Background: an optimization exercise with open tools, aiming at small area. Do not read the settings as production practice.
In this exercise RTL edits were held to simulation tests only and were not proved equivalent to the original.
Power is estimated from default activity; no workload was simulated.

--- design/flow/standard.sh ---
#!/bin/bash
# synth_recipe.tcl (not shown) runs the flow's synth.tcl, then flattens the netlist and writes it again
# the make line also repeats each setting of config.mk as NAME=value (left out here)
make -C /OpenROAD-flow-scripts/flow DESIGN_CONFIG=/design/flow/config.mk WORK_HOME=/design/flow/orfs CLKGATE_MAP_FILE= SYNTH_SCRIPT=/design/flow/synth_recipe.tcl "${@:-finish}"
--- design/flow/flow/run.sh ---
#!/bin/bash
set -uo pipefail
W=$PWD
F=$W/flow
RES=$W/orfs/results/$FLOW_PLATFORM/seat_reservation_ctrl/base
LIB=$FLOW_HOME/platforms/$FLOW_PLATFORM/lib/sky130_fd_sc_hd__tt_025C_1v80.lib

bash standard.sh synth > $W/log_std_synth.txt 2>&1 || { echo "standard synth failed"; exit 1; }
cp $RES/1_2_yosys.v $W/ref_1_2_yosys.v

# 2. own synthesis in a separate ORFS work home
python3 $F/genmodels.py $LIB $W/comb_models.v > $W/log_genmodels.txt 2>&1
sed -e "s#WORK_HOME=[^ ]*#WORK_HOME=$W/own#" -e "s#SYNTH_SCRIPT=[^ ]*#SYNTH_SCRIPT=$F/own_synth.tcl#" \
  -e "s#^if \[\[ -f .*#if false; then#" standard.sh > $W/own_synth.sh
OWN_FLOW_DIR=$F OWN_MODELS=$W/comb_models.v bash $W/own_synth.sh synth > $W/log_own_synth.txt 2>&1
OWN=$W/own/results/$FLOW_PLATFORM/seat_reservation_ctrl/base/1_2_yosys.v
if [[ -f $OWN ]] && python3 $F/check_regs.py $W/ref_1_2_yosys.v $OWN > $W/log_check_regs.txt 2>&1; then
  cp $OWN $RES/1_2_yosys.v
  touch $RES/1_2_yosys.v
  echo "using own synthesis"
else
  echo "own synthesis not used"
fi

# 3. the standard layout steps on that netlist, with a leaner clock tree (no dummy loads,
#    smaller buffers) and small port buffers
export CTS_ARGS="-sink_clustering_enable -repair_clock_nets -dont_use_dummy_load -buf_list {sky130_fd_sc_hd__clkbuf_8} -sink_clustering_size 16 -sink_clustering_max_diameter 75"
export BUFFER_PORTS_ARGS="-buffer_cell sky130_fd_sc_hd__buf_1"
# the timing and design repair may use only the small buffers (buf_1, buf_2, buf_4)
for step in FLOORPLAN RESIZE CTS GLOBAL_ROUTE DETAIL_ROUTE; do export PRE_${step}_TCL=$F/small_bufs.tcl; done
bash standard.sh finish > $W/log_layout.txt 2>&1
--- design/flow/flow/area.abc ---
strash
dc2
&get -n
&dch -f
&nf -R 1000
&put
strash
dc2
&get -n
&dch -f
&nf -R 1000
&put
topo
--- design/flow/flow/genmodels.py ---
# Writes Verilog models of the combinational sky130hd cells from the liberty file.
import re, sys
lib = open(sys.argv[1]).read()
out = []
# split into cells
for m in re.finditer(r'\n\s*cell\s*\(\s*"?(\w+)"?\s*\)\s*\{', lib):
    name = m.group(1)
    start = m.end()
    depth = 1; i = start
    while depth:
        c = lib[i]
        if c == '{': depth += 1
        elif c == '}': depth -= 1
        i += 1
    body = lib[start:i]
    if re.search(r'\b(ff|latch|statetable|ff_bank)\s*\(', body): continue
    if 'three_state' in body: continue
    pins = []
    for pm in re.finditer(r'\n\s*pin\s*\(\s*"?(\w+)"?\s*\)\s*\{', body):
        s = pm.end(); d = 1; j = s
        while d:
            c = body[j]
            if c == '{': d += 1
            elif c == '}': d -= 1
            j += 1
        pb = body[s:j]
        dirm = re.search(r'direction\s*:\s*"?(\w+)"?', pb)
        fm = re.search(r'\bfunction\s*:\s*"([^"]*)"', pb)
        pins.append((pm.group(1), dirm.group(1) if dirm else None, fm.group(1) if fm else None))
    outs = [p for p in pins if p[1] == 'output']
    ins = [p for p in pins if p[1] == 'input']
    if not outs or any(o[2] is None for o in outs): continue
    ports = [p[0] for p in ins] + [o[0] for o in outs]
    lines = [f"module {name}({', '.join(ports)});"]
    for p in ins: lines.append(f"  input {p[0]};")
    for o in outs:
        f = o[2].replace('!', '~').replace('*', '&').replace('+', '|')
        f = re.sub(r'(\w)\s+(?=[\w(~])', r'\1 & ', f)  # implicit AND by space
        lines.append(f"  output {o[0]};")
        lines.append(f"  assign {o[0]} = {f};")
    lines.append("endmodule")
    out.append("\n".join(lines))
open(sys.argv[2], 'w').write("\n\n".join(out) + "\n")
print(len(out), "cells")
--- design/flow/flow/own_synth.tcl ---
# Own synthesis: the standard synthesis script (ORFS synth.tcl with -nofsm -noshare), then,
# while the module hierarchy is still kept, the combinational cells of every module are mapped
# again by ABC with an area-oriented script. Registers are left exactly as synth.tcl made them.
# Then the design is flattened and renamed as synth_recipe.tcl does.
proc synth {args} { yosys synth -nofsm -noshare {*}$args }
source $::env(SCRIPTS_DIR)/synth.tcl

set own $::env(OWN_FLOW_DIR)
set lib [lindex $::env(LIB_FILES) 0]
# combinational cells back to generic logic (models generated from the liberty file)
techmap -map $::env(OWN_MODELS)
opt -fast
techmap
opt -fast
set dont {}
foreach c $::env(DONT_USE_CELLS) { lappend dont -dont_use $c }
foreach p {*__fa_* *__ha_* *__fah* *lpflow* *clkbuf* *clkinv* *dlygate* *dlymetal* *clkdlybuf* *bufbuf* *bufinv* *probe* *sparecell*} {
  lappend dont -dont_use $p
}
abc -script $own/area.abc -liberty $lib {*}$dont -constr $::env(OBJECTS_DIR)/abc.constr
hilomap -singleton -hicell {*}$::env(TIEHI_CELL_AND_PORT) -locell {*}$::env(TIELO_CELL_AND_PORT)
opt_clean -purge
tee -o $::env(REPORTS_DIR)/own_synth_stat.txt stat -liberty $lib
check -assert -mapped

# left out here: clear keep_hierarchy, flatten, clean up, hide names made inside functions
tee -o $::env(REPORTS_DIR)/own_synth_stat_flat.txt stat -liberty $lib
# left out here: write 1_2_yosys.v
--- design/flow/config.mk ---
export PLATFORM = sky130hd
export DESIGN_NAME = seat_reservation_ctrl
export DESIGN_NICKNAME = seat_reservation_ctrl
export VERILOG_FILES = /design/flow/design.v
export SDC_FILE = /design/flow/constraint.sdc
export NUM_CORES = 4
export LEC_CHECK = 0
export CAP_MARGIN = 10
export CORE_MARGIN = 2
export CORE_UTILIZATION = 70
export GPL_TIMING_DRIVEN = 0
export PLACE_DENSITY = 0.8
export SETUP_SLACK_MARGIN = 0.35
export SLEW_MARGIN = 10
export SYNTH_HIERARCHICAL = 1
--- design/flow/flow/check_regs.py ---
# check_regs.py REF.v OWN.v: the registers (instance name -> cell type without drive strength)
# of the two netlists must be the same.
import re, sys
def regs(path):
    txt = open(path).read()
    out = {}
    for m in re.finditer(r'^\s*(sky130_fd_sc_hd__(\w+?)_\d+)\s+(\\\S+|\S+)\s*\(', txt, re.M):
        base = m.group(2)
        if re.match(r'(e|s|se)?df|dl', base):
            out[m.group(3)] = base
    return out
a, b = regs(sys.argv[1]), regs(sys.argv[2])
if a != b or not a:
    only_a = sorted(set(a) - set(b))[:5]; only_b = sorted(set(b) - set(a))[:5]
    diff = [k for k in a if k in b and a[k] != b[k]][:5]
    print(f"MISMATCH ref {len(a)} own {len(b)} only_ref {only_a} only_own {only_b} type_diff {diff}")
    sys.exit(1)
print(f"registers match: {len(a)}")
--- design/flow/constraint.sdc ---
create_clock -name core_clock -period 10.0 [get_ports {clk}]
set_input_delay 2.0000 -clock core_clock [delete_from_list [all_inputs] [get_ports {clk}]]
set_output_delay 2.0000 -clock core_clock [all_outputs]
set_load 0.01 [all_outputs]
--- design/flow/flow/small_bufs.tcl ---
# Sourced before the repair steps: design and timing repair may use only the small buffers.
set_dont_use [get_lib_cells {*/sky130_fd_sc_hd__buf_6 */sky130_fd_sc_hd__buf_8 */sky130_fd_sc_hd__buf_12 */sky130_fd_sc_hd__buf_16 */sky130_fd_sc_hd__bufbuf_8 */sky130_fd_sc_hd__bufbuf_16 */sky130_fd_sc_hd__bufinv_8 */sky130_fd_sc_hd__bufinv_16}]
puts "small_bufs: big buffers marked dont_use"
--- design/flow/design.v ---
package seat_pkg;
  localparam logic [10:0] MINUTES_PER_DAY_M1 = 11'd1439;
endpackage
module tod_to_minutes
(
  input  logic [10:0] tod,
  output logic [10:0] minutes
);
  logic [4:0] hour;
  logic [5:0] mins;
  assign hour = tod[10:6];
  assign mins = tod[5:0];
  always_comb begin
    if (hour > 5'd23 || mins > 6'd59) begin
      minutes = seat_pkg::MINUTES_PER_DAY_M1;
    end else begin
      minutes = {hour, 6'b0} - {4'b0, hour, 2'b0} + {5'b0, mins};
    end
  end
endmodule
module seat_hold
#(
  parameter int unsigned W = 1
) (
  input  logic [W-1:0] q,
  input  logic [W-1:0] d,
  input  logic         hold,
  input  logic         upd,
  output logic [W-1:0] y
);
  assign y = (q & {W{hold}}) | (d & {W{upd}});
endmodule
module seat_hold_n
#(
  parameter int unsigned W = 1
) (
  input  logic [W-1:0] q,
  input  logic [W-1:0] d,
  input  logic         hold,
  input  logic         upd,
  output logic [W-1:0] y
);
  assign y = ~((q | {W{upd}}) & (d | {W{hold}}));
endmodule
module seat_aoi3 (
  input  logic s0, d0, s1, d1, s2, d2,
  output logic y
);
  assign y = ~((s0 & d0) | (s1 & d1) | (s2 & d2));
endmodule
module seat_aoi2 (
  input  logic s0, d0, s1, d1,
  output logic y
);
  assign y = ~((s0 & d0) | (s1 & d1));
endmodule
module seat_nand4 (
  input  logic a, b, c, d,
  output logic y
);
  assign y = ~(a & b & c & d);
endmodule
module seat_nand3 (
  input  logic a, b, c,
  output logic y
);
  assign y = ~(a & b & c);
endmodule
module seat_or3 (
  input  logic a, b, c,
  output logic y
);
  assign y = a | b | c;
endmodule
module seat_rd_bit (
  input  logic [31:0] s,
  input  logic [31:0] d,
  output logic        q
);
  logic [10:0] t;
  logic [2:0]  u;
  for (genvar k = 0; k < 10; k++) begin : g_t
    seat_aoi3 u_t (.s0(s[3*k]), .d0(d[3*k]), .s1(s[3*k+1]), .d1(d[3*k+1]), .s2(s[3*k+2]),
                   .d2(d[3*k+2]), .y(t[k]));
  end
  seat_aoi2  u_t10 (.s0(s[30]), .d0(d[30]), .s1(s[31]), .d1(d[31]), .y(t[10]));
  seat_nand4 u_u0 (.a(t[0]), .b(t[1]), .c(t[2]), .d(t[3]), .y(u[0]));
  seat_nand4 u_u1 (.a(t[4]), .b(t[5]), .c(t[6]), .d(t[7]), .y(u[1]));
  seat_nand3 u_u2 (.a(t[8]), .b(t[9]), .c(t[10]), .y(u[2]));
  seat_or3   u_q  (.a(u[0]), .b(u[1]), .c(u[2]), .y(q));
endmodule
module seat_reservation_ctrl
#(
  parameter int unsigned NUM_SEATS = 32,
  parameter int unsigned USER_W    = 8,
  localparam int unsigned SEAT_W   = $clog2(NUM_SEATS)
) (
  input  logic                 clk,
  input  logic                 rst_n,
  input  logic                 rst_timer,
  input  logic [10:0]          time_in,
  input  logic                 req_valid,
  output logic                 req_ready,
  input  logic [1:0]           req_op,
  input  logic [SEAT_W-1:0]    req_seat,
  input  logic [USER_W-1:0]    req_user,
  input  logic [7:0]           req_dur,
  output logic                 rsp_valid,
  output logic [1:0]           rsp_status,
  output logic [NUM_SEATS-1:0] seat_occupied,
  output logic [SEAT_W:0]      free_count
);
  localparam logic [1:0] StIdle = 2'd0, StExec = 2'd1, StClear = 2'd2, StScan = 2'd3;
  logic [1:0]           state_q, state_d;
  logic [NUM_SEATS-1:0] occ_q;
  logic [USER_W-1:0]    owner_q [NUM_SEATS];
  logic [10:0]          end_q   [NUM_SEATS];
  logic                 rst_timer_q, tick_pend_q, rsp_valid_q;
  logic [5:0]           min_q;
  logic [SEAT_W-1:0]    scan_idx_q, ra;
  logic [10:0]          scan_now_q, scan_now_d, now, new_end, rb, end_rd;
  logic [11:0]          sum;
  logic [USER_W-1:0]    own_rd;
  logic [SEAT_W:0]      free_cnt_q;
  logic [1:0]           rsp_status_q, dec_status;
  logic [NUM_SEATS-1:0] sel, end_upd;
  logic idle, scanning, clearing, ph_q;
  logic [USER_W+10:0]   rec_w;
  logic clr_edge, tick, accept, scan_start, scan_last, scan_hit, occ_rd;
  logic dur_nz, sel_own, dec_set, dec_free, dec_ext, ext_go, occ_hit, occ_set;
  logic [NUM_SEATS-1:0] keep;
  tod_to_minutes u_now (
    .tod     (time_in),
    .minutes (now)
  );
  assign idle     = state_q == StIdle;
  assign scanning = state_q == StScan;
  assign clearing = state_q == StClear;
  assign clr_edge   = rst_timer & ~rst_timer_q;
  assign tick       = time_in[5:0] != min_q;
  assign scan_last  = scan_idx_q == SEAT_W'(NUM_SEATS - 1);
  assign scan_start = idle & ~clr_edge & (tick | tick_pend_q);
  assign req_ready  = rst_n & idle & ~clr_edge & ~tick & ~tick_pend_q;
  assign accept     = req_valid & req_ready;
  always_comb begin
    state_d = state_q;
    if (clr_edge) begin
      state_d = StClear;
    end else begin
      case (state_q)
        StIdle: begin
          if (tick || tick_pend_q) state_d = StScan;
          else if (req_valid)      state_d = StExec;
        end
        StScan:  if (scan_last) state_d = StIdle;
        default: state_d = StIdle;
      endcase
    end
  end
  assign ra = scanning ? scan_idx_q : req_seat;
  always_comb begin
    for (int i = 0; i < NUM_SEATS; i++) sel[i] = ra == SEAT_W'(i);
  end
  logic [NUM_SEATS-1:0] rd_data [20];
  logic [19:0]          rd_q;
  always_comb begin
    for (int i = 0; i < NUM_SEATS; i++) begin
      for (int b = 0; b < 11; b++)     rd_data[b][i]      = end_q[i][b];
      for (int b = 0; b < USER_W; b++) rd_data[11 + b][i] = owner_q[i][b];
      rd_data[19][i] = occ_q[i];
    end
  end
  for (genvar b = 0; b < 20; b++) begin : g_rd
    seat_rd_bit u_rd (.s(sel), .d(rd_data[b]), .q(rd_q[b]));
  end
  assign end_rd = rd_q[10:0] ^ {11{ph_q}};
  assign own_rd = rd_q[18:11];
  assign occ_rd = rd_q[19];
  assign scan_hit = scanning & occ_rd & (end_rd <= scan_now_q);
  assign dur_nz  = req_dur != 8'd0;
  assign sel_own = own_rd == rec_w[USER_W+10:11];    
  always_comb begin
    dec_status = 2'b11;
    dec_set    = 1'b0;
    dec_free   = 1'b0;
    dec_ext    = 1'b0;
    case (req_op)
      2'b00: if (dur_nz) begin
        dec_status = occ_rd ? 2'b01 : 2'b00;
        dec_set    = ~occ_rd;
      end
      2'b01: if (occ_rd) begin
        dec_status = sel_own ? 2'b00 : 2'b10;
        dec_free   = sel_own;
      end
      2'b10: if (dur_nz && occ_rd) begin
        dec_status = sel_own ? 2'b00 : 2'b10;
        dec_ext    = sel_own;
      end
      default: ;
    endcase
  end
  assign rb      = req_op[1] ? rd_q[10:0] : (now ^ {11{ph_q}});
  assign sum     = {1'b0, rb} + ({4'b0000, req_dur} ^ {12{ph_q}}) + {11'b0, ph_q};
  assign new_end = ph_q ? ((sum[10:0] < 11'd608) ? 11'd608 : sum[10:0])
                        : ((sum > 12'd1439) ? 11'd1439 : sum[10:0]);
  assign ext_go  = accept & dec_ext;
  assign occ_hit = ext_go | (accept & dec_free) | scan_hit;
  assign occ_set = ext_go | (accept & dec_set);
  for (genvar i = 0; i < NUM_SEATS; i++) begin : g_keep
    assign keep[i] = occ_q[i] & ~(sel[i] & occ_hit);
  end
  always_ff @(posedge clk or negedge rst_n) begin
    if (!rst_n) begin
      occ_q <= '0;
    end else begin
      for (int i = 0; i < NUM_SEATS; i++) occ_q[i] <= ~clearing & (keep[i] | (sel[i] & occ_set));
    end
  end
  logic [USER_W+10:0] rec_q [NUM_SEATS];
  logic [USER_W+10:0] rec_d [NUM_SEATS];
  assign rec_w = {req_user ^ {USER_W{ph_q}}, new_end};
  for (genvar i = 0; i < NUM_SEATS; i++) begin : g_seat
    assign end_upd[i] = ~keep[i];
    seat_hold_n #(.W(USER_W + 11)) u_seat (
      .q(rec_q[i]), .d(rec_w), .hold(~end_upd[i]), .upd(end_upd[i]), .y(rec_d[i])
    );
    assign owner_q[i] = rec_q[i][USER_W+10:11];
    assign end_q[i]   = rec_q[i][10:0];
  end
  always_ff @(posedge clk) begin
    for (int i = 0; i < NUM_SEATS; i++) rec_q[i] <= rec_d[i];
  end
  always_ff @(posedge clk or negedge rst_n) begin
    if (!rst_n) ph_q <= 1'b0;
    else        ph_q <= ~ph_q;
  end
  always_ff @(posedge clk or negedge rst_n) begin
    if (!rst_n) begin
      state_q      <= StIdle;
      rst_timer_q  <= 1'b0;
      min_q        <= '0;
      tick_pend_q  <= 1'b0;
      free_cnt_q   <= (SEAT_W + 1)'(NUM_SEATS);
      rsp_valid_q  <= 1'b0;
      rsp_status_q <= 2'b00;
    end else begin
      state_q     <= state_d;
      rst_timer_q <= rst_timer;
      min_q       <= time_in[5:0];
      rsp_valid_q <= accept;
      if (accept) rsp_status_q <= dec_status;
      if (clr_edge || scan_start) tick_pend_q <= 1'b0;
      else if (tick)              tick_pend_q <= 1'b1;
      if (clearing)                              free_cnt_q <= (SEAT_W + 1)'(NUM_SEATS);
      else if (accept && dec_set)                free_cnt_q <= free_cnt_q - (SEAT_W + 1)'(1);
      else if ((accept && dec_free) || scan_hit) free_cnt_q <= free_cnt_q + (SEAT_W + 1)'(1);
    end
  end
  seat_hold #(.W(11)) u_scan_now (
    .q(scan_now_q), .d(now), .hold(~scan_start), .upd(scan_start), .y(scan_now_d)
  );
  always_ff @(posedge clk) begin
    scan_now_q <= scan_now_d;
    scan_idx_q <= scan_start ? '0 : scan_idx_q + SEAT_W'(1);
  end
  assign rsp_valid     = rsp_valid_q;
  assign rsp_status    = rsp_status_q;
  assign seat_occupied = occ_q;
  assign free_count    = free_cnt_q;
endmodule
==> summary.txt, run 1 <==
Clock network
In this run, CTS created clock tree buffers numbering 48. The clock net sink count is 676. The clock tree synthesis step divided the H-tree into 2 levels. The clock passes through at most 3 buffers. The clock root buffer is clkbuf_8. The clock reaches the later pin of the worst-skew pair after 650 ps.

After clock tree synthesis, the flow added hold-fix buffers numbering 0. TritonCTS built the clock tree. The clock transition at the register clock pins on the worst setup and hold paths after CTS is about 90 ps.

Cells and area
The layout has 2107 filler cells. In the final design database the tool counted ~2300 nets. The multi-input combinational cell area is approximately 9500 sq um. Registers take about 14000 sq um. Compared with the post-synthesis result, the final layout area differs by 10.5%. Of the cells placed in the final design, the portion with a size suffix greater than 1 is 0.0787.

Critical path
STA puts the critical path data required time at approximately 10000 ps. STA classifies the critical path endpoint as a flop. The most frequent cell on the critical path is nand2_1. The number of cells on the worst reg-to-reg path is 27. The endpoint of the lowest-slack register-to-register path is rec_q[22][6]. The critical setup path kind is in2reg. The startpoint of the lowest-slack register-to-register path is state_q[0]. Along the worst path, the maximum fanout reaches 20. The slowest stage of the critical path is the a222oi_1 cell.

The element type at the critical path start is an input port. The delay of the slowest cell on the worst path is 880 ps. The minimum setup slack among reg-to-reg paths is 1030 ps. The arrival time of data at the critical path endpoint is between 9000 and 10000 ps.

Hold path
The path with the worst hold slack has its endpoint at rec_q[9][3]. The startpoint identified for the worst hold timing path is rec_q[9][3]. The tightest min-delay check is of the reg2reg type.

The number of cells on the worst hold path is 1.

Global route
The overall fraction of global-route tracks in use is 0.443. The number of global-route vias before repair is about 19000. Entering global routing, the biggest net connects 34 pins.

The first global-routing pass estimated 116 mm of wire. The total overflow left after global routing is 0. The number of antenna violations at the first check in global routing is 6.

Floorplanning
For this design the top-level I/O count stands at 80. The floorplan step set the die height to 186 microns. The floorplan step defined a core boundary enclosing 32500 sq um. The initialized floorplan defines 66 standard-cell rows. The die width is around 190 microns. The effective utilization at floorplan is 0.710. The die area is 34500 sq um.

Logic synthesis
In this run the mean area of a mapped cell was 11.1 sq um. Summing every instance area after synthesis gives 23100 sq um. Synthesis produced a netlist whose cell count is 2091. The number of nets produced by synthesis is 2129.

The total of warnings raised by yosys is 17.

STA
Hold is met by 440 ps. In the finished design, the share of the clock period the worst path needs comes to 0.954. The worst path in the final design needs a cycle of 9540 ps, including I/O delays and setup. The setup skew after layout is 87.9 ps.

The max-slew headroom at the worst pin is 0.102. The count of final max-slew check failures is 0. Static timing analysis puts the maximum clock frequency at 105 MHz. The count of final hold-check violations was 0. At the pin with the least slew margin, the transition time is about 1300 ps. Setup repair after global routing left no endpoint under its margin. The final-layout setup total negative slack is 0 ps. Setup violations remaining at the end of the flow were counted as 0.

Power
The power density relative to cell area is 343 nW/um^2. Of the total power, the share spent switching nets is 0.409. The largest voltage drop on the vdd net is 0.294 mV.

The internal power of the cells is 5.18 mW. The design draws 8.76 mW. The static leakage power is 9.79 nW.

The share of total power dissipated in combinational logic is 0.406. Summed over all nets, the switching power comes to 3.58 mW. Of the total power, the clock network draws 0.141. The share of total power dissipated in sequential elements is 0.453.

Job
The number of maximum-capacitance violations is 0.

Routing
The number of DRC markers after the initial detailed-route iteration is 4187. The wire length reported by the detailed router is 79.0 mm. Using the TritonRoute via totals, the vias-per-cell ratio works out to 7.99.

The routed layout has 21700 vias. After detailed routing, the number of remaining DRC violations is 0. The routed length per instance is 29.0 microns. The detail route stage leaves a number of antenna-violating nets equal to 0.

The first-pass iteration count of the detailed router is 16.

Placement
The total of buffers placed on input and output ports is 79. At the end of routability-driven placement, the weighted congestion stood at 0.936. The wire-length estimate of the detail-placed layout is 51.7 mm.

Outcome
The run finished with no timing, DRC or antenna violations.
## cell usage in the layout (no fill, tap or decap), types with 4 or more instances in the layout
cell / count
a21oi_1: 24
a21oi_4: 5
a222oi_1: 201
a22o_1: 12
a22oi_1: 25
and2_0: 8
and3_1: 5
buf_1: 78
buf_2: 8
buf_4: 49
clkbuf_8: 48
clkinvlp_4: 11
dfrtp_1: 50
dfxtp_1: 624
inv_1: 71
mux2i_1: 4
nand2_1: 67
nand2b_1: 19
nand3_1: 25
nand4_1: 41
nor2_1: 44
nor2b_1: 5
nor3_1: 4
nor4_1: 4
o21ai_0: 23
o21ai_2: 33
o22ai_1: 646
or2_0: 4
or3_1: 21
xnor2_1: 45
xor2_1: 15
xor2_4: 8
## sequential cells by signal, summed over array words and instances (netlist names), 2 cells and up
name,flops
free_cnt_q,6
min_q,6
occ_q,32
rec_q,608
rsp_status_q,2
scan_idx_q,5
scan_now_q,11
state_q,2
## repair_timing
action / 4_1_cts / 5_1_grt
endpoints found under the setup margin: 15 / 147
resized for setup: 1 / 17
buffers inserted: 0 / 1
cloned: 0 / 1
pin swaps: 0 / 2
## area by class of cell
class,count,share of cell area
Sequential cell,676,0.540
Clock buffer,48,0.0259
Antenna cell,3,0.000294
Tap cell,442,0.0217
Timing Repair Buffer,135,0.0274
Multi-Input combinational cell,1334,0.371
Inverter,82,0.0137
## through the flow
| step | utilization | instances | area (sq um) | worst slack (ps) |
|---|---|---|---|---|
| 2_1_floorplan | - | 2091 | 23100 | 1410 |
| 3_3_place_gp | 0.737 | 2612 | 24000 | -2770 |
| 3_5_place_dp | 0.762 | 2667 | 24800 | -421 |
| 4_1_cts | 0.782 | 2715 | 25400 | 375 |
| 5_1_grt | 0.785 | 2718 | 25500 | 259 |
| 6_report | 0.785 | 2720 | 25500 | 461 |
## worst max path at each step
stage	startpoint	endpoint	slack (ps)	cells after the start
floorplan	req_seat[1]	rec_q[0][5]	1410	26
global placement	req_seat[1]	rec_q[8][6]	-2770	27
detailed placement	req_seat[1]	rec_q[2][5]	-420	28
CTS	req_seat[1]	rec_q[8][5]	370	28
global route	req_seat[3]	rec_q[31][2]	260	29
finish	req_seat[2]	rec_q[31][2]	460	29
## per-layer routing
layer | track usage | vias up | part of all wire
met2 | 0.614 | 1783 | 0.41
met5 | 0 | - | 0.00065
met3 | 0.122 | 357 | 0.15
li1 | - | 9164 | -
met4 | 0.267 | 8 | 0.073
met1 | 0.615 | 10400 | 0.36
## power by group through the flow
stage          Combinational, mW  Clock [mW]  Sequential (mW)
2_1_floorplan               2.13           0             3.91
3_3_place_gp                3.17           0             3.97
3_5_place_dp                3.29           0             4.00
4_1_cts                     3.29        1.23             3.95
5_1_grt                     3.69        1.33             4.04
6_report                    3.56        1.24             3.97
## worst max-delay path, delay by kind of cell
family	cells	cell delay, ps
AOI/OAI and AO/OA	10	3450
adders and majority gates	2	470
buffers and inverters	5	1350
muxes	2	460
and+or+nand+nor	10	2220
==> run 2: changes to the inputs <==
==> design/flow/flow/small_bufs.tcl (replaced) <==
# Sourced before the repair steps: design and timing repair may use only the small buffers,
# and no wide XOR/XNOR gates or low-power clock inverters for data nets.
set_dont_use [get_lib_cells {*/sky130_fd_sc_hd__buf_6 */sky130_fd_sc_hd__buf_8 */sky130_fd_sc_hd__buf_12 */sky130_fd_sc_hd__buf_16 */sky130_fd_sc_hd__bufbuf_8 */sky130_fd_sc_hd__bufbuf_16 */sky130_fd_sc_hd__bufinv_8 */sky130_fd_sc_hd__bufinv_16 */sky130_fd_sc_hd__xor2_2 */sky130_fd_sc_hd__xor2_4 */sky130_fd_sc_hd__xnor2_2 */sky130_fd_sc_hd__xnor2_4 */sky130_fd_sc_hd__clkinvlp_2 */sky130_fd_sc_hd__clkinvlp_4}]
puts "small_bufs: big buffers and wide XOR cells marked dont_use"
==> run 2 against run 1 <==
Effect of this change: sequential cell count unchanged; core utilization fell by 0.45 points; area after synthesis unchanged; wire length fell by 0.45%; register-to-register slack improved by 150 ps; still clean; sequential share of layout area rose by 0.30 points; maximum frequency up 0.46%; count of clock-buffer cells in the layout is the same; clock skew shrank 30 ps; final area down 0.57%; combinational power about the same; first-iteration DRC count decreased by 2.5%.
==> summary.txt, run 2 <==
Routing
The first-pass iteration count of the detailed router is 11 (-5). The DRC violation count after routing is 0 (unchanged). The routed length per instance is 28.8 microns (-1.0%). The post-detailed-route count of antenna-violating nets is 0 (unchanged).

The via density per instance came to 7.96 (-0.43%). The number of DRC markers after the initial detailed-route iteration came to 4082 (-2.5%). The via count is 21800 (+0.12%). The wire length reported by the detailed router is 78.6 mm (-0.45%).

Cells and area
The final layout net count came to 2332 (+0.73%). Leaving out fill and tap cells, the most frequent cells in the layout are 646 x o22ai_1, 624 x dfxtp_1, 201 x a222oi_1. The flip-flop count of the largest register after layout is 608 (unchanged). The post-route non-filler standard cell count was 2735 (+0.55%). The largest registers in the layout are rec_q: 608 flops, occ_q: 32 flops, scan_now_q: 11 flops. The register name with the most flops is rec_q.

The library cell used most frequently in the layout, excluding fill and tap cells, is o22ai_1. The area growth from synthesis to layout is 9.87%. The fraction of layout cells with a size suffix above 1 was 0.0807 (+0.00203).

Job
The number of maximum-capacitance violations is 0 (unchanged).

Floorplanning
The die span in y was 186 microns (unchanged). The die width is 186 microns (unchanged). The total core area came to 32500 sq um (unchanged).

The number of top-level pins came to 80 (unchanged). The placement row count is 66 (unchanged). The die area is 34500 sq um (unchanged). The effective utilization at floorplan is 0.710 (unchanged).

Critical path
The launching element of the worst setup path is req_seat[1]. The startpoint of the lowest-slack register-to-register path is state_q[0]. The endpoint of the lowest-slack register-to-register path is rec_q[1][6]. The highest net fanout along the worst path is 21 (+5.0%). The worst setup path is of the in2reg kind. The arrival time of data at the critical path endpoint is 9990 ps (about the same). The type of destination of the critical path is a flop. STA classifies the critical path startpoint as an input port. The required time reported for the critical path endpoint is 10490 ps (+40 ps). The minimum setup slack among reg-to-reg paths was 1180 ps (+150 ps). The number of cells on the worst reg-to-reg path was 27 (unchanged). The termination of the worst setup path is rec_q[1][6].

STA
The total of endpoints with negative setup slack in the final report was 0 (unchanged). The transition time at the pin with the least slew margin was 1110 ps (-223 ps). The maximum clock frequency is 105 MHz (+0.46%).

The period utilization is 0.950 (-0.00433). The count of final hold-check violations is 0 (unchanged). The time the final worst path needs with I/O delays and setup is 9500 ps (-43.3 ps). The count of final max-slew check failures was 0 (unchanged). The max-slew headroom at the worst pin is 0.258 (+0.155). Setup repair after global routing left no endpoint under its margin. The setup skew after layout is 57.7 ps (-30.2 ps).

The final-layout setup total negative slack was 0 ps (unchanged).

Logic synthesis
The total of warnings raised by yosys is 17 (unchanged). The number of instances in the synthesized netlist is 2091 (unchanged). The number of nets produced by synthesis was 2129 (unchanged). The synthesized area per cell is 11.1 sq um (unchanged).

The cell area after technology mapping was 23100 sq um (unchanged).

Global route
The number of global-route vias before repair is 19300 (+0.71%). The leftover overflow at the end of global routing is 0 (unchanged). The pin count of the biggest net entering global routing was 34 (unchanged).

The overall fraction of global-route tracks in use was 0.442 (about the same). The first-pass GRT wire length is 115 mm (-0.17%). The number of antenna violations at the first check in global routing was 4 (-2).

Clock network
The worst-skew pair later-pin latency is 690 ps (+40 ps). The clock net sink count was 676 (unchanged). The number of clock buffers inserted by TritonCTS is 48 (unchanged). The maximum root-to-sink buffer count is 3 (unchanged). The post-cts hold buffer count is 0 (unchanged).

The total number of H-tree levels is 2 (unchanged). The clock transition at the register clock pins on the worst setup and hold paths after CTS is 100 ps (about the same). The post-CTS setup buffer count is 0 (unchanged). The clock root buffer is clkbuf_8.

TritonCTS built the clock tree.

Outcome
The flow ran to the end and the layout has no timing, DRC or antenna violations.

Power
The power density relative to cell area is 345 nW/um^2 (+0.58%). The largest voltage drop on the vdd net is 0.329 mV (+12%). The static leakage power was 9.90 nW (+1.1%). The total design power was 8.76 mW (about the same).

Placement
The total of buffers placed on input and output ports is 79 (unchanged). The global placement routability congestion is 0.936 (unchanged). The number of placed cells counting well taps is 2684 (+0.64%). The total half-perimeter wirelength after legalization and detailed placement was 52.2 mm (+0.89%).

Hold path
The worst hold path belongs to the class reg2reg.
run 2: power by group:
part           switching [mW]  leakage [nW]  internal (mW)
combinational            2.38          3.56           1.17
clock                   0.806         0.345          0.431
sequential              0.398          5.99           3.57
total                    3.59          9.90           5.17
run 2: cell type report:
| type | instances | area, sq um |
|---|---|---|
| inverters | 82 | 308 |
| multi-input cells | 1334 | 9310 |
| flip-flops and latches | 676 | 13800 |
| repair buffers | 152 | 771 |
| fillers | 2144 | 7140 |
| diodes | 1 | 2.50 |
| clock buffers | 48 | 661 |
| well taps | 442 | 553 |
run 2: what timing repair did:
item                                   CTS  global route
endpoints found under the hold margin    0             0
setup endpoints to repair               12            64
cloned                                   0             1
resized for setup                        1            11
run 2: worst min-delay path by stage:
stage	start	end	slack, ps	cells past startpoint
after floorplan	rec_q[11][0]	rec_q[11][0]	420	1
after global placement	rec_q[5][16]	rec_q[5][16]	430	1
after detailed placement	rec_q[29][1]	rec_q[29][1]	440	1
after CTS	rec_q[11][3]	rec_q[11][3]	450	1
after global routing	rec_q[19][16]	rec_q[19][16]	460	1
final	rec_q[14][4]	rec_q[14][4]	450	1
run 2: per-stage QoR:
| stage | hold WS (ps) | setup WS [ps] | utilization | area (sq um) |
|---|---|---|---|---|
| floorplan | 421 | 1410 | - | 23100 |
| global placement | 428 | -2770 | 0.737 | 24000 |
| detailed placement | 436 | -393 | 0.759 | 24700 |
| CTS | 446 | 394 | 0.780 | 25400 |
| global route | 459 | 357 | 0.781 | 25400 |
| finish | 449 | 504 | 0.781 | 25400 |
run 2: critical path, stage by stage:
cell and delay [ps]:
buf_1 160, nand2b_1 200, o32ai_2 520, nand2_1 240
inv_1 620, a222oi_1 250, nand4_1 330, or3_1 200
mux2i_1 120, mux2i_1 310, inv_1 80, maj3_1 390
nand2_1 80, nand2_1 70, o21ai_0 300, o21ai_0 210
maj3_1 410, o21ai_0 260, nand2_1 100, nand2_1 160
o311ai_0 160, a41oi_1 400, or2_0 230, o32a_1 320
nor2b_2 640, a21boi_4 580, buf_4 470, o22ai_1 150
run 2: layer usage:
metal | up-vias | track usage | routed length, microns
met4 | 4 | 0.254 | 5540
met3 | 344 | 0.128 | 11600
met1 | 10400 | 0.606 | 28800
met2 | 1796 | 0.625 | 32700
li1 | 9183 | - | -
met5 | - | 0 | 20
==> run 3: changes to the inputs <==
==> design/flow/flow/small_bufs.tcl (replaced) <==
# Sourced before the repair steps: design and timing repair may use only the small buffers,
# and no wide XOR/XNOR gates or low-power clock inverters for data nets.
set_dont_use [get_lib_cells {*/sky130_fd_sc_hd__buf_4 */sky130_fd_sc_hd__buf_6 */sky130_fd_sc_hd__buf_8 */sky130_fd_sc_hd__buf_12 */sky130_fd_sc_hd__buf_16 */sky130_fd_sc_hd__bufbuf_8 */sky130_fd_sc_hd__bufbuf_16 */sky130_fd_sc_hd__bufinv_8 */sky130_fd_sc_hd__bufinv_16 */sky130_fd_sc_hd__xor2_2 */sky130_fd_sc_hd__xor2_4 */sky130_fd_sc_hd__xnor2_2 */sky130_fd_sc_hd__xnor2_4 */sky130_fd_sc_hd__clkinvlp_2 */sky130_fd_sc_hd__clkinvlp_4}]
puts "small_bufs: big buffers and wide XOR cells marked dont_use"
==> run 3 against run 2 <==
Effect of this change: still clean on timing, DRC and antenna; clock power about the same; core utilization decreased by 0.31 points; non-clock buffer count decreased by 1; via count decreased by 0.27%; die area unchanged; final cell count about the same; hold slack got worse by 1.3 ps; critical path depth unchanged; critical endpoint is now rec_q[2][5]; largest power group unchanged.
==> summary.txt, run 3 <==
Outcome
The flow ran to the end and the layout has no timing, DRC or antenna violations.

Floorplanning
The die span in y is 186 microns (unchanged). The effective utilization at floorplan is 0.710 (unchanged). The die area is 34500 sq um (unchanged).

The total core area was 32500 sq um (unchanged). The number of top-level pins is 80 (unchanged). The placement row count is 66 (unchanged). The die width came to 186 microns (unchanged).

Cells and area
The sequential cell area is 13800 sq um (unchanged). The layout filler cell count is 2207 (+2.9%). The largest registers in the layout are rec_q: 608 flops, occ_q: 32 flops, scan_now_q: 11 flops. The register name with the most flops is rec_q. In the layout the commonest cells are 646 x o22ai_1, 624 x dfxtp_1, 201 x a222oi_1. The multi-input combinational cell area is 9320 sq um (about the same). The final core utilization is 0.777 (-0.00312). The final layout net count is 2331 (-0.043%). The library cell used most frequently in the layout, excluding fill and tap cells, is o22ai_1. Compared with the post-synthesis result, the final layout area differs by 9.43%. The final non-filler cell area is 25300 sq um (-0.40%).

The flip-flop count of the largest register after layout is 608 (unchanged). The post-route non-filler standard cell count is 2734 (-0.037%). The fraction of layout cells with a size suffix above 1 is 0.0829 (+0.00222).

Global route
The pin count of the biggest net entering global routing came to 34 (unchanged). The number of global-route vias before repair is 19400 (+0.55%). The first-pass GRT wire length is 116 mm (+0.47%). The overall fraction of global-route tracks in use is 0.443 (+0.000913).

The leftover overflow at the end of global routing is 0 (unchanged). The number of antenna violations at the first check in global routing is 7 (+3).

Routing
The routed length per instance was 28.9 microns (+0.34%). The via count is 21700 (-0.27%). The wire length reported by the detailed router is 78.9 mm (+0.31%). The number of DRC markers after the initial detailed-route iteration is 4413 (+8.1%).

The post-detailed-route count of antenna-violating nets is 0 (unchanged). The DRC violation count after routing is 0 (unchanged). The first-pass iteration count of the detailed router is 7 (-4). The via density per instance is 7.94 (-0.23%).

Clock network
The clock root buffer is clkbuf_8. The clock transition at the register clock pins on the worst setup and hold paths after CTS is 100 ps (about the same). The number of clock buffers inserted by TritonCTS came to 48 (unchanged). The maximum root-to-sink buffer count is 3 (unchanged). The post-cts hold buffer count came to 0 (unchanged). The post-CTS setup buffer count came to 0 (unchanged). The worst-skew pair later-pin latency is 650 ps (-40 ps). The clock net sink count is 676 (unchanged). TritonCTS built the clock tree.

The total number of H-tree levels is 2 (unchanged).

STA
The maximum clock frequency is 107 MHz (+1.9%). The worst slack on hold paths is 447 ps (-1.26 ps). The period utilization was 0.932 (-0.0176).

The count of final max-slew check failures is 0 (unchanged). The transition time at the pin with the least slew margin is 1230 ps (+119 ps). The final worst setup slack is 680 ps (+176 ps). The setup skew after layout came to 51.1 ps (-6.59 ps). The count of final hold-check violations is 0 (unchanged). The time the final worst path needs with I/O delays and setup is 9320 ps (-176 ps). The max-slew headroom at the worst pin is 0.174 (-0.0832). The total of endpoints with negative setup slack in the final report is 0 (unchanged). Setup repair after global routing left no endpoint under its margin.

The final-layout setup total negative slack came to 0 ps (unchanged).

Critical path
The worst setup path is launched from an input port. The most numerous cell type found on the critical path is nand2_1. The required time reported for the critical path endpoint was 10490 ps (about the same).

The highest net fanout along the worst path is 20 (-4.8%). Tracing the worst setup path back leads to its startpoint at req_seat[1]. The worst setup path is of the in2reg kind. Among all stages on the critical path, the largest delay is contributed by a21boi_4. The arrival time of data at the critical path endpoint was 9810 ps (-180 ps). The cell family with the largest share of critical-path delay is compound AO/OA/AOI/OAI gates. The delay of the slowest cell on the worst path is 660 ps (+20 ps). The type of destination of the critical path is a flop.

The worst register-to-register path begins at state_q[0]. The critical path buffer and inverter count came to 4 (unchanged).

Power
The power density relative to cell area is 346 nW/um^2 (+0.28%). The largest voltage drop on the vdd net is 0.292 mV (-11%). The total design power is 8.75 mW (-0.12%). The static leakage power is 9.82 nW (-0.76%).

Job
The number of maximum-capacitance violations is 0 (unchanged).

Logic synthesis
The cell area after technology mapping is 23100 sq um (unchanged). The number of nets produced by synthesis is 2129 (unchanged). The total of warnings raised by yosys is 17 (unchanged). The number of instances in the synthesized netlist is 2091 (unchanged). The synthesized area per cell is 11.1 sq um (unchanged).

Placement
The cell area reported after detailed placement is 24600 sq um (-0.44%). The number of placed cells counting well taps came to 2684 (unchanged). The total of buffers placed on input and output ports was 79 (unchanged). The global placement routability congestion is 0.936 (unchanged). The worst setup slack after placement is -509 ps (-116 ps). The total half-perimeter wirelength after legalization and detailed placement came to 52.3 mm (+0.13%).

Hold path
The path class of the tightest hold or removal check is reg2reg. In this run the most critical hold path is launched from rec_q[14][4].
run 3: final timing paths:
check / endpoint / cells after the start / slack [ps]
setup / recovery: rec_q[2][5] / 28 / 680
hold / removal: rec_q[14][4] / 1 / 450
max in group asynchronous: rst_timer_q / 2 / 7330
setup reg to reg: rec_q[2][5] / 29 / 1350
min in group asynchronous: free_cnt_q[4] / 1 / 1330
hold reg to reg: rec_q[14][4] / 1 / 450
run 3: area by class of cell:
class	count	area share
tap	442	0.0219
sequential	676	0.545
antenna	1	0.0000989
timing repair buffer	151	0.0261
inverter	82	0.0122
clock buffer	48	0.0261
multi-input combinational	1334	0.368
run 3: layer usage:
metal / GRT usage / share of wire / vias up
met5: 0 / 0.00030 / -
met4: 0.258 / 0.072 / 4
met3: 0.126 / 0.15 / 331
met2: 0.628 / 0.42 / 1757
met1: 0.606 / 0.36 / 10400
li1: - / - / 9181
run 3: worst register-to-register path, delay by kind of cell (launching register included):
kind	cells	cell delay, ps
and+or+nand+nor	13	2860
muxes	2	420
AOI/OAI and AO/OA	9	2780
adders and majority gates	2	800
buffers and inverters	3	1170
DFF	1	480
run 3: report_power, final:
group / total [mW] / switching, mW / internal [mW]
Clock: 1.23 / 0.802 / 0.431
Combinational: 3.55 / 2.40 / 1.15
Sequential: 3.97 / 0.399 / 3.57
run 3: what timing repair did:
item,CTS,global route
endpoints found under the setup margin,33,129
gates cloned,0,1
resized for setup,2,21
pin swaps,0,1
hold endpoints to repair,0,0
==> run 4: changes to the inputs <==
--- a/design/flow/flow/run.sh
+++ b/design/flow/flow/run.sh
@@ -26,3 +26,3 @@
 #    smaller buffers) and small port buffers
-export CTS_ARGS="-sink_clustering_enable -repair_clock_nets -dont_use_dummy_load -buf_list {sky130_fd_sc_hd__clkbuf_8} -sink_clustering_size 16 -sink_clustering_max_diameter 75"
+export CTS_ARGS="-sink_clustering_enable -repair_clock_nets -dont_use_dummy_load -buf_list {sky130_fd_sc_hd__clkbuf_8} -sink_clustering_size 18 -sink_clustering_max_diameter 75"
 export BUFFER_PORTS_ARGS="-buffer_cell sky130_fd_sc_hd__buf_1"
==> run 4 against run 3 <==
Effect of this change: setup slack worse by 130 ps; final cell count is 0.11% lower; clock power is 4% lower; critical path type unchanged; highest routed layer unchanged.
==> summary.txt, run 4 <==
Routing
The first-pass iteration count of the detailed router is 8 (+1). The via density per instance is 7.94 (about the same). The post-detailed-route count of antenna-violating nets was 0 (unchanged). The DRC violation count after routing is 0 (unchanged). The via count came to 21700 (-0.13%). The number of DRC markers after the initial detailed-route iteration is 4140 (-6.2%). The routed length per instance is 28.8 microns (-0.33%).

The wire length reported by the detailed router is 78.5 mm (-0.44%).

STA
Setup repair after global routing left no endpoint under its margin. The time the final worst path needs with I/O delays and setup is 9450 ps (+130 ps). The total of endpoints with negative setup slack in the final report is 0 (unchanged). The max-slew headroom at the worst pin is 0.106 (-0.0680).

The maximum clock frequency is 106 MHz (-1.4%). The transition time at the pin with the least slew margin is 1330 ps (+97.4 ps). The worst slack on hold paths is 447 ps (-0.182 ps). The setup skew after layout is 48.6 ps (-2.56 ps). The period utilization is 0.945 (+0.0130). The count of final max-slew check failures is 0 (unchanged). The count of final hold-check violations is 0 (unchanged).

Clock network
TritonCTS built the clock tree. The maximum root-to-sink buffer count is 3 (unchanged). The clock net sink count is 676 (unchanged). The clock transition at the register clock pins on the worst setup and hold paths after CTS is 110 ps (about the same).

The cell sitting at the root of the clock tree is a clkbuf_8. The post-CTS setup buffer count is 0 (unchanged). The total number of H-tree levels is 2 (unchanged). The number of clock buffers inserted by TritonCTS is 43 (-10%). The post-cts hold buffer count is 0 (unchanged). The worst-skew pair later-pin latency is 640 ps (about the same).

Floorplanning
The die width was 186 microns (unchanged). The placement row count is 66 (unchanged). The die area is 34500 sq um (unchanged). The number of top-level pins was 80 (unchanged). The effective utilization at floorplan was 0.710 (unchanged). The total core area is 32500 sq um (unchanged). The die span in y is 186 microns (unchanged).

Cells and area
The post-route non-filler standard cell count is 2731 (-0.11%). The most common cell after layout, fill and taps aside is o22ai_1. From synthesis to final layout, the design area changed by 9.13%. Ranked by flip-flop count, first place goes to rec_q. The fraction of layout cells with a size suffix above 1 is 0.0801 (-0.00288).

The multi-input combinational cell area was 9310 sq um (about the same). The sequential cell area was 13800 sq um (unchanged). The layout filler cell count was 2195 (-0.54%). Leaving out fill and tap cells, the most frequent cells in the layout are 646 x o22ai_1, 624 x dfxtp_1, 201 x a222oi_1. The final layout net count came to 2326 (-0.21%).

The largest registers in the layout are rec_q: 608 flops, occ_q: 32 flops, scan_now_q: 11 flops. The flip-flop count of the largest register after layout is 608 (unchanged).

Placement
The global placement routability congestion is 0.936 (unchanged). The total of buffers placed on input and output ports is 79 (unchanged). The total half-perimeter wirelength after legalization and detailed placement is 52.3 mm (unchanged). The number of placed cells counting well taps came to 2684 (unchanged).

Global route
The number of global-route vias before repair is 19300 (-0.50%). The number of antenna violations at the first check in global routing was 7 (unchanged). The met3 layer usage reported by global route is 0.127 (+0.000587). The leftover overflow at the end of global routing is 0 (unchanged).

The first-pass GRT wire length is 115 mm (-0.51%). The met2 demand-to-capacity share in global routing is 0.634 (+0.00565). The routing usage on met1 is 0.606 (about the same).

The overall fraction of global-route tracks in use is 0.440 (-0.00306). The layer flagged by global routing as most heavily used is met2. The pin count of the biggest net entering global routing is 34 (unchanged).

Logic synthesis
The number of nets produced by synthesis is 2129 (unchanged). The synthesized area per cell was 11.1 sq um (unchanged). The total of warnings raised by yosys came to 17 (unchanged).

The cell area after technology mapping is 23100 sq um (unchanged). The number of instances in the synthesized netlist is 2091 (unchanged).

Critical path
The type of destination of the critical path is a flop. The largest individual stage delay along the critical path comes from the cell a21boi_4. The highest net fanout along the worst path came to 20 (unchanged).

The critical setup path kind is in2reg. The delay of the slowest cell on the worst path is 620 ps (-40 ps). The element type at the critical path start is an input port. The arrival time of data at the critical path endpoint came to 9930 ps (+120 ps). In this design, the critical path's most frequently occurring cell is nand2_1. The required time reported for the critical path endpoint was 10480 ps (about the same).

Power
The power density relative to cell area is 344 nW/um^2 (-0.41%). The static leakage power is 9.79 nW (-0.33%). The largest voltage drop on the vdd net came to 0.317 mV (+8.5%).

Outcome
The run finished with no timing, DRC or antenna violations.

Hold path
The path class of the lowest-slack min-delay path is reg2reg.

Job
The number of maximum-capacitance violations is 0 (unchanged).
[run 4: final timing paths]
path	depth (start not counted)	slack [ps]	startpoint	to
worst min-delay path	1	450	rec_q[10][15]	rec_q[10][15]
worst max register to register	27	1000	state_q[0]	rec_q[2][5]
worst min register to register	1	450	rec_q[10][15]	rec_q[10][15]
worst max-delay path	28	550	req_seat[0]	rec_q[2][5]
max in group asynchronous	2	7330	rst_n	occ_q[22]
min in group asynchronous	1	1350	rst_n	free_cnt_q[3]
[run 4: final cells by class]
type / count / area share
timing repair buffer: 151 / 0.0262
sequential: 676 / 0.547
inverter: 82 / 0.0122
antenna: 3 / 0.000298
clock buffer: 43 / 0.0235
tap: 442 / 0.0219
multi-input combinational: 1334 / 0.369
[run 4: routing by layer]
layer	wire length, microns	part of all wire
met5	44	0.00056
met4	4890	0.062
met1	28600	0.36
met3	11500	0.15
met2	33500	0.43
[run 4: power by group]
| group | switching, mW | internal (mW) |
|---|---|---|
| logic | 2.39 | 1.15 |
| clock network | 0.793 | 0.389 |
| registers | 0.398 | 3.57 |
| total | 3.58 | 5.10 |
[run 4: per-stage QoR]
stage	worst slack [ps]	instance area, sq um	setup TNS (ps)	total power [mW]	util
final	550	25200	0	8.69	0.775
after global routing	324	25200	0	8.96	0.775
after CTS	450	25200	0	8.40	0.774
after detailed placement	-509	24600	-19780	7.26	0.756
after global placement	-2770	24000	-1040070	7.15	0.737
after floorplan	1410	23100	0	6.04	-
[run 4: what timing repair did]
| item | CTS | global route |
|---|---|---|
| resized for setup | 2 | 18 |
| gates cloned | 0 | 1 |
| setup endpoints to repair | 33 | 126 |
| pin swaps | 0 | 1 |
[run 4: worst max-delay path, delay by kind of cell]
kind | cells | cell delay, ps
compound gates | 10 | 3390
fa+ha+maj | 2 | 810
buf+inv | 5 | 1550
mux | 2 | 420
simple gates | 9 | 1710

-- separate check: timing with driven ports --
The flow's constraints put no driver on any port. The routed layouts listed below were extracted and timed again, unchanged, in two steps. Step 1 sets driving cells, clkbuf_16 on the clock port and buf_2 on the other inputs (assumed; they add their load-dependent delay and slew). Step 2 times the ports against the registers' clock, not the clock port: input delays grow and output delays shrink by t, the midpoint of the rising clock arrivals with the driver on. Three values: no drivers, after step 1, after step 2; two values: the first two.
run	t (ns)	setup WS [ns]	hold slack, ns
run 1	0.664	0.461 / 0.492 / -0.172	0.440 / 0.440 / 0.440
run 2	0.713	0.504 / 0.536 / -0.177	0.449 / 0.449 / 0.449
run 3	0.675	0.680 / 0.707 / 0.031	0.447 / 0.447 / 0.447
run 4	0.665	0.550 / 0.581 / -0.084	0.447 / 0.447 / 0.447
With both steps, setup timing fails in run 1, run 2 and run 4, where it was met with ideal ports. For run 2, which loses most, drivers alone change the setup slack by +0.032 ns; drivers and shift together by -0.681 ns.
